This is an optimization exercise on Yosys and OpenROAD, whose aim is small area, a short achievable clock period and few clock cycles per item, not a production implementation. In this exercise RTL edits were held to simulation tests only and were not proved equivalent to the original. Power and IR drop assume default switching activity.

Setup of the previous run:
==> flow/design.v <==
package mipsPkg;
	localparam int dataWidth    = 32;
	localparam int regAddrWidth = 5;
	localparam int regCount     = 1 << regAddrWidth;
	localparam logic [5:0] opSpecial = 6'h00;  
	localparam logic [5:0] opAddiu   = 6'h09;
	localparam logic [5:0] opAndi    = 6'h0c;
	localparam logic [5:0] opOri     = 6'h0d;
	localparam logic [5:0] opLui     = 6'h0f;
	localparam logic [5:0] opLw      = 6'h23;
	localparam logic [5:0] opSb      = 6'h28;
	localparam logic [5:0] opSh      = 6'h29;
	localparam logic [5:0] opSw      = 6'h2b;
	localparam logic [5:0] fnSll  = 6'h00;
	localparam logic [5:0] fnSrl  = 6'h02;
	localparam logic [5:0] fnAddu = 6'h21;
	localparam logic [5:0] fnSubu = 6'h23;
	localparam logic [5:0] fnAnd  = 6'h24;
	localparam logic [5:0] fnOr   = 6'h25;
	localparam logic [5:0] fnXor  = 6'h26;
	localparam logic [5:0] fnSlt  = 6'h2a;
	localparam logic [1:0] sizeByte = 2'd1;
	localparam logic [1:0] sizeHalf = 2'd2;
	localparam logic [1:0] sizeWord = 2'd0;
endpackage
`timescale 1ns/10ps
module regFile (
	input  logic        CLK,
	input  logic        we,
	input  logic [4:0]  wa,
	input  logic [31:0] wd,
	input  logic [31:1] sel1,  
	input  logic [31:1] sel2,
	output logic [31:0] rd1,
	output logic [31:0] rd2
);
	logic [31:0] regs [1:31];
	always_ff @(posedge CLK) begin
		if (we && wa != 5'd0) begin
			regs[wa] <= wd;
		end
	end
	always_comb begin
		rd1 = '0;
		rd2 = '0;
		for (int i = 1; i < 32; i++) begin
			rd1 = rd1 | ({32{sel1[i]}} & regs[i]);
			rd2 = rd2 | ({32{sel2[i]}} & regs[i]);
		end
	end
endmodule
`timescale 1ns/10ps
module aluUnit (
	input  logic [31:0] p,            
	input  logic [31:0] g,            
	input  logic [31:0] b,
	input  logic [4:0]  shamt,
	input  logic        signsDiffer,  
	input  logic        aNeg,         
	input  logic        selAdd,
	input  logic        selSub,
	input  logic        selAnd,
	input  logic        selOr,
	input  logic        selXor,
	input  logic        selSlt,
	input  logic        selSll,
	input  logic        selSrl,
	output logic [31:0] y
);
	logic [31:0] gl [0:5];
	logic [31:0] pl [0:5];
	logic [31:0] carry;
	logic [31:0] sum;
	logic        lessThan;
	logic [31:0] bRev;
	logic [31:0] shIn;
	logic [31:0] shOut;
	logic [31:0] shRev;
	assign gl[0] = g;
	assign pl[0] = p;
	always_comb begin
		for (int k = 0; k < 5; k++) begin
			for (int i = 0; i < 32; i++) begin
				if (((i >> k) & 1) == 1) begin
					gl[k+1][i] = gl[k][i] | (pl[k][i] & gl[k][((i >> k) << k) - 1]);
					pl[k+1][i] = pl[k][i] & pl[k][((i >> k) << k) - 1];
				end else begin
					gl[k+1][i] = gl[k][i];
					pl[k+1][i] = pl[k][i];
				end
			end
		end
	end
	assign carry    = {gl[5][30:0], 1'b0};
	assign sum      = p ^ carry;
	assign lessThan = signsDiffer ? aNeg : ~sum[31];
	always_comb begin
		for (int i = 0; i < 32; i++) begin
			bRev[i] = b[31-i];
		end
	end
	assign shIn  = selSll ? bRev : b;
	assign shOut = shIn >> shamt;
	always_comb begin
		for (int i = 0; i < 32; i++) begin
			shRev[i] = shOut[31-i];
		end
	end
	assign y = ({32{selAdd}} & sum)
	         | ({32{selSub}} & ~sum)
	         | ({32{selAnd}} & g)
	         | ({32{selOr}}  & (p | g))
	         | ({32{selXor}} & p)
	         | ({32{selSlt}} & {31'd0, lessThan})
	         | ({32{selSll}} & shRev)
	         | ({32{selSrl}} & shOut);
endmodule
`timescale 1ns/10ps
module mipsCore (
	input  logic        CLK,
	input  logic        rstN,
	output logic [31:0] instrAddress,
	input  logic [31:0] instrData,
	output logic [31:0] dataAddress,
	output logic        memRead,
	output logic        memWrite,
	output logic [31:0] dataWrite,
	output logic [1:0]  writeSize,
	input  logic [31:0] dataRead
);
	logic stall;
	logic [31:2] pc;
	logic [31:0] ir;
	logic [31:1] selRs;
	logic [31:1] selRt;
	assign instrAddress = {pc, 2'b00};
	assign ir           = instrData;
	always_ff @(posedge CLK or negedge rstN) begin
		if (!rstN) begin
			pc <= '0;
		end else if (!stall) begin
			pc <= pc + 30'd1;
		end
	end
	always_comb begin
		for (int i = 1; i < 32; i++) begin
			selRs[i] = ir[25:21] == 5'(i);
			selRt[i] = ir[20:16] == 5'(i);
		end
	end
	logic [5:0]  op;
	logic [4:0]  rs;
	logic [4:0]  rt;
	logic [4:0]  rd;
	logic [5:0]  fn;
	logic [15:0] imm;
	logic        isR;
	logic        rAdd, rSub, rAnd, rOr, rXor, rSlt, rSll, rSrl, rAlu;
	logic        iAddiu, iAndi, iOri, iLui, iLw, iSw, iSh, iSb, isStore;
	logic        regWrite;
	logic [4:0]  dest;
	logic        useRs;
	logic        useRt;
	logic        useImm;
	logic [31:0] immExt;
	assign op  = ir[31:26];
	assign rs  = ir[25:21];
	assign rt  = ir[20:16];
	assign rd  = ir[15:11];
	assign fn  = ir[5:0];
	assign imm = ir[15:0];
	assign isR    = op == mipsPkg::opSpecial;
	assign rAdd   = isR & (fn == mipsPkg::fnAddu);
	assign rSub   = isR & (fn == mipsPkg::fnSubu);
	assign rAnd   = isR & (fn == mipsPkg::fnAnd);
	assign rOr    = isR & (fn == mipsPkg::fnOr);
	assign rXor   = isR & (fn == mipsPkg::fnXor);
	assign rSlt   = isR & (fn == mipsPkg::fnSlt);
	assign rSll   = isR & (fn == mipsPkg::fnSll);
	assign rSrl   = isR & (fn == mipsPkg::fnSrl);
	assign rAlu   = rAdd | rSub | rAnd | rOr | rXor | rSlt;
	assign iAddiu = op == mipsPkg::opAddiu;
	assign iAndi  = op == mipsPkg::opAndi;
	assign iOri   = op == mipsPkg::opOri;
	assign iLui   = op == mipsPkg::opLui;
	assign iLw    = op == mipsPkg::opLw;
	assign iSw    = op == mipsPkg::opSw;
	assign iSh    = op == mipsPkg::opSh;
	assign iSb    = op == mipsPkg::opSb;
	assign isStore = iSw | iSh | iSb;
	assign regWrite = rAlu | rSll | rSrl | iAddiu | iAndi | iOri | iLui | iLw;
	assign dest     = isR ? rd : rt;
	assign useRs    = rAlu | iAddiu | iAndi | iOri | iLw | isStore;
	assign useRt    = rAlu | rSll | rSrl | isStore;
	assign useImm   = iAddiu | iAndi | iOri | iLui | iLw | isStore;
	assign immExt   = iLui ? {imm, 16'h0000} :
	                  (iAndi | iOri) ? {16'h0000, imm} : {{16{imm[15]}}, imm};
	logic        exWr, exLoad, exStore;
	logic [4:0]  exDest;
	logic [31:0] aluOut;
	logic        memWr, memLoad, memStore;
	logic [4:0]  memDest;
	logic [31:0] memRes;
	logic [31:0] memVal;
	logic [31:0] rfA, rfB;
	logic [31:0] fwdA, fwdB;
	logic        exHitA, exHitB, memHitA, memHitB;
	logic        depStall;
	logic        issue;
	regFile u_regFile (
		.CLK(CLK), .we(memWr), .wa(memDest), .wd(memVal),
		.sel1(selRs), .sel2(selRt), .rd1(rfA), .rd2(rfB)
	);
	assign exHitA  = exWr & (exDest == rs);
	assign exHitB  = exWr & (exDest == rt);
	assign memHitA = memWr & (memDest == rs);
	assign memHitB = memWr & (memDest == rt);
	assign fwdA = memHitA ? memVal : rfA;
	assign fwdB = memHitB ? memVal : rfB;
	assign depStall = (useRs & exHitA) | (useRt & exHitB);
	assign stall   = depStall;
	assign issue   = ~depStall;
	logic [31:0] opA, opB;
	logic [31:0] exP, exG, exB, exSD;
	logic [4:0]  exShamt;
	logic [1:0]  exSize;
	logic        exAdd, exSub, exAnd, exOr, exXor, exSlt, exSll, exSrl;
	logic        exSignsDiffer, exANeg;
	assign opA = iLui ? 32'd0 : (rSub | rSlt) ? ~fwdA : fwdA;
	assign opB = useImm ? immExt : fwdB;
	always_ff @(posedge CLK or negedge rstN) begin
		if (!rstN) begin
			exWr    <= 1'b0;
			exLoad  <= 1'b0;
			exStore <= 1'b0;
		end else begin
			exWr    <= issue & regWrite & (dest != 5'd0);
			exLoad  <= issue & iLw;
			exStore <= issue & isStore;
		end
	end
	always_ff @(posedge CLK) begin
		exDest  <= dest;
		exShamt <= ir[10:6];
		exSize  <= iSb ? mipsPkg::sizeByte : iSh ? mipsPkg::sizeHalf : mipsPkg::sizeWord;
		exAdd   <= rAdd | iAddiu | iLw | isStore;
		exSub   <= rSub;
		exAnd   <= rAnd | iAndi;
		exOr    <= rOr | iOri | iLui;
		exXor   <= rXor;
		exSlt   <= rSlt;
		exSll   <= rSll;
		exSrl   <= rSrl;
		exB     <= opB;
		exP     <= opA ^ opB;
		exG     <= opA & opB;
		exSD    <= fwdB;
		exSignsDiffer <= fwdA[31] ^ fwdB[31];
		exANeg  <= fwdA[31];
	end
	aluUnit u_alu (
		.p(exP), .g(exG), .b(exB), .shamt(exShamt), .signsDiffer(exSignsDiffer), .aNeg(exANeg),
		.selAdd(exAdd), .selSub(exSub), .selAnd(exAnd), .selOr(exOr),
		.selXor(exXor), .selSlt(exSlt), .selSll(exSll), .selSrl(exSrl),
		.y(aluOut)
	);
	logic [31:0] memSD;
	logic [1:0]  memSize;
	always_ff @(posedge CLK or negedge rstN) begin
		if (!rstN) begin
			memWr    <= 1'b0;
			memLoad  <= 1'b0;
			memStore <= 1'b0;
		end else begin
			memWr    <= exWr;
			memLoad  <= exLoad;
			memStore <= exStore;
		end
	end
	always_ff @(posedge CLK) begin
		memDest <= exDest;
		memRes  <= aluOut;
		memSD   <= exSD;
		memSize <= exSize;
	end
	assign memVal      = memLoad ? dataRead : memRes;
	assign dataAddress = memRes;
	assign memRead     = memLoad;
	assign memWrite    = memStore;
	assign dataWrite   = memSD;
	assign writeSize   = memSize;
endmodule
clock: 4.4 ns
lec_check: 0
abc_clock_period_in_ps: 2000
cap_margin: 20
core_margin: 2
core_utilization: 40
cts_buf_list: sky130_fd_sc_hd__clkbuf_8
place_density: 0.6
setup_slack_margin: 1.7
slew_margin: 20
tns_end_percent: 100
standard.sh (not shown) runs the stock make flow with config.mk's settings and CLKGATE_MAP_FILE= SYNTH_SCRIPT=/design/flow/synth_recipe.tcl, a recipe that flattens the netlist after the stock synthesis.
==> flow/flow/run.sh <==
#!/bin/bash
set -euo pipefail
export BUFFER_PORTS_ARGS="-buffer_cell sky130_fd_sc_hd__buf_2"
bash standard.sh > standard_flow.log 2>&1
Testbench counts of the previous run, summed over its fixed seeds: cycles 42,319, instrs 39,840.
Modified inputs, the current run compared to the previous run
--- a/flow/design.v
+++ b/flow/design.v
@@ -53,7 +53,6 @@
 module aluUnit (
 	input  logic [31:0] p,            
 	input  logic [31:0] g,            
-	input  logic [31:0] b,
 	input  logic [4:0]  shamt,
 	input  logic        signsDiffer,  
 	input  logic        aNeg,         
@@ -69,11 +68,10 @@
 );
 	logic [31:0] gl [0:5];
 	logic [31:0] pl [0:5];
+	logic [31:0] x;                   
 	logic [31:0] carry;
 	logic [31:0] sum;
 	logic        lessThan;
-	logic [31:0] bRev;
-	logic [31:0] shIn;
 	logic [31:0] shOut;
 	logic [31:0] shRev;
 	assign gl[0] = g;
@@ -92,15 +90,10 @@
 		end
 	end
 	assign carry    = {gl[5][30:0], 1'b0};
-	assign sum      = p ^ carry;
+	assign x        = p & ~g;
+	assign sum      = x ^ carry;
 	assign lessThan = signsDiffer ? aNeg : ~sum[31];
-	always_comb begin
-		for (int i = 0; i < 32; i++) begin
-			bRev[i] = b[31-i];
-		end
-	end
-	assign shIn  = selSll ? bRev : b;
-	assign shOut = shIn >> shamt;
+	assign shOut = p >> shamt;
 	always_comb begin
 		for (int i = 0; i < 32; i++) begin
 			shRev[i] = shOut[31-i];
@@ -109,8 +102,8 @@
 	assign y = ({32{selAdd}} & sum)
 	         | ({32{selSub}} & ~sum)
 	         | ({32{selAnd}} & g)
-	         | ({32{selOr}}  & (p | g))
-	         | ({32{selXor}} & p)
+	         | ({32{selOr}}  & p)
+	         | ({32{selXor}} & x)
 	         | ({32{selSlt}} & {31'd0, lessThan})
 	         | ({32{selSll}} & shRev)
 	         | ({32{selSrl}} & shOut);
@@ -221,13 +214,19 @@
 	assign stall   = depStall;
 	assign issue   = ~depStall;
 	logic [31:0] opA, opB;
-	logic [31:0] exP, exG, exB, exSD;
+	logic [31:0] fwdBRev;
+	logic [31:0] exP, exG, exSD;
 	logic [4:0]  exShamt;
 	logic [1:0]  exSize;
 	logic        exAdd, exSub, exAnd, exOr, exXor, exSlt, exSll, exSrl;
 	logic        exSignsDiffer, exANeg;
-	assign opA = iLui ? 32'd0 : (rSub | rSlt) ? ~fwdA : fwdA;
-	assign opB = useImm ? immExt : fwdB;
+	always_comb begin
+		for (int i = 0; i < 32; i++) begin
+			fwdBRev[i] = fwdB[31-i];
+		end
+	end
+	assign opA = (iLui | rSll | rSrl) ? 32'd0 : (rSub | rSlt) ? ~fwdA : fwdA;
+	assign opB = useImm ? immExt : rSll ? fwdBRev : fwdB;
 	always_ff @(posedge CLK or negedge rstN) begin
 		if (!rstN) begin
 			exWr    <= 1'b0;
@@ -251,15 +250,14 @@
 		exSlt   <= rSlt;
 		exSll   <= rSll;
 		exSrl   <= rSrl;
-		exB     <= opB;
-		exP     <= opA ^ opB;
+		exP     <= opA | opB;
 		exG     <= opA & opB;
 		exSD    <= fwdB;
 		exSignsDiffer <= fwdA[31] ^ fwdB[31];
 		exANeg  <= fwdA[31];
 	end
 	aluUnit u_alu (
-		.p(exP), .g(exG), .b(exB), .shamt(exShamt), .signsDiffer(exSignsDiffer), .aNeg(exANeg),
+		.p(exP), .g(exG), .shamt(exShamt), .signsDiffer(exSignsDiffer), .aNeg(exANeg),
 		.selAdd(exAdd), .selSub(exSub), .selAnd(exAnd), .selOr(exOr),
 		.selXor(exXor), .selSlt(exSlt), .selSll(exSll), .selSrl(exSrl),
 		.y(aluOut)
## What came out
The clock power share number comes out lower for the previous run vs the current run. For the previous run, the launch point of the worst path was exShamt[0], unlike the current run, where it was instrData[19]. The current run vs. the previous run: met2 layer usage reported by global route now larger, max capacitance violation total comparable, core utilization now smaller, maximum frequency from static timing analysis now larger. Between the previous run and the current run, the difference in fraction of registers with async set or reset after synthesis is negligible. [compare] base=the previous run new=the current run: fraction of area in clock buffers and inverters moved up, via count of the routed design moved up.
Testbench counts of the current run, summed over its fixed seeds: cycles 42,319, instrs 39,840.

-- separate check: timing with driven ports --
Ports are ideal in the flow. The routed layouts listed here were re-timed in OpenROAD. Step 1 sets driving cells, clkbuf_16 on the clock port and buf_2 on the other inputs (assumed; they add their load-dependent delay and slew). Step 2 adds t to the input delays and takes it off the output delays; t is the mean of the earliest and latest rising clock arrival at the registers after step 1. Input paths then give back, and output paths get back, about the clock's delay inside the block. Slacks: ideal / step 1 / step 2; pairs: ideal / step 1.
run | t, ns | slack for setup (ns) | hold slack, ns | worst register clock-pin slew, ns
the previous run | 1.030 | 1.460 / 1.460 / 0.526 | 0.035 / -0.014 / 0.324 | 0.07 / 0.07
the current run | 1.057 | 1.547 / 1.462 / 0.405 | 0.022 / -0.021 / 0.322 | 0.08 / 0.08
After both steps every run listed still meets setup and hold. The setup slack of the current run, which loses most, moves by -0.085 ns with the drivers and by -1.142 ns with both steps.
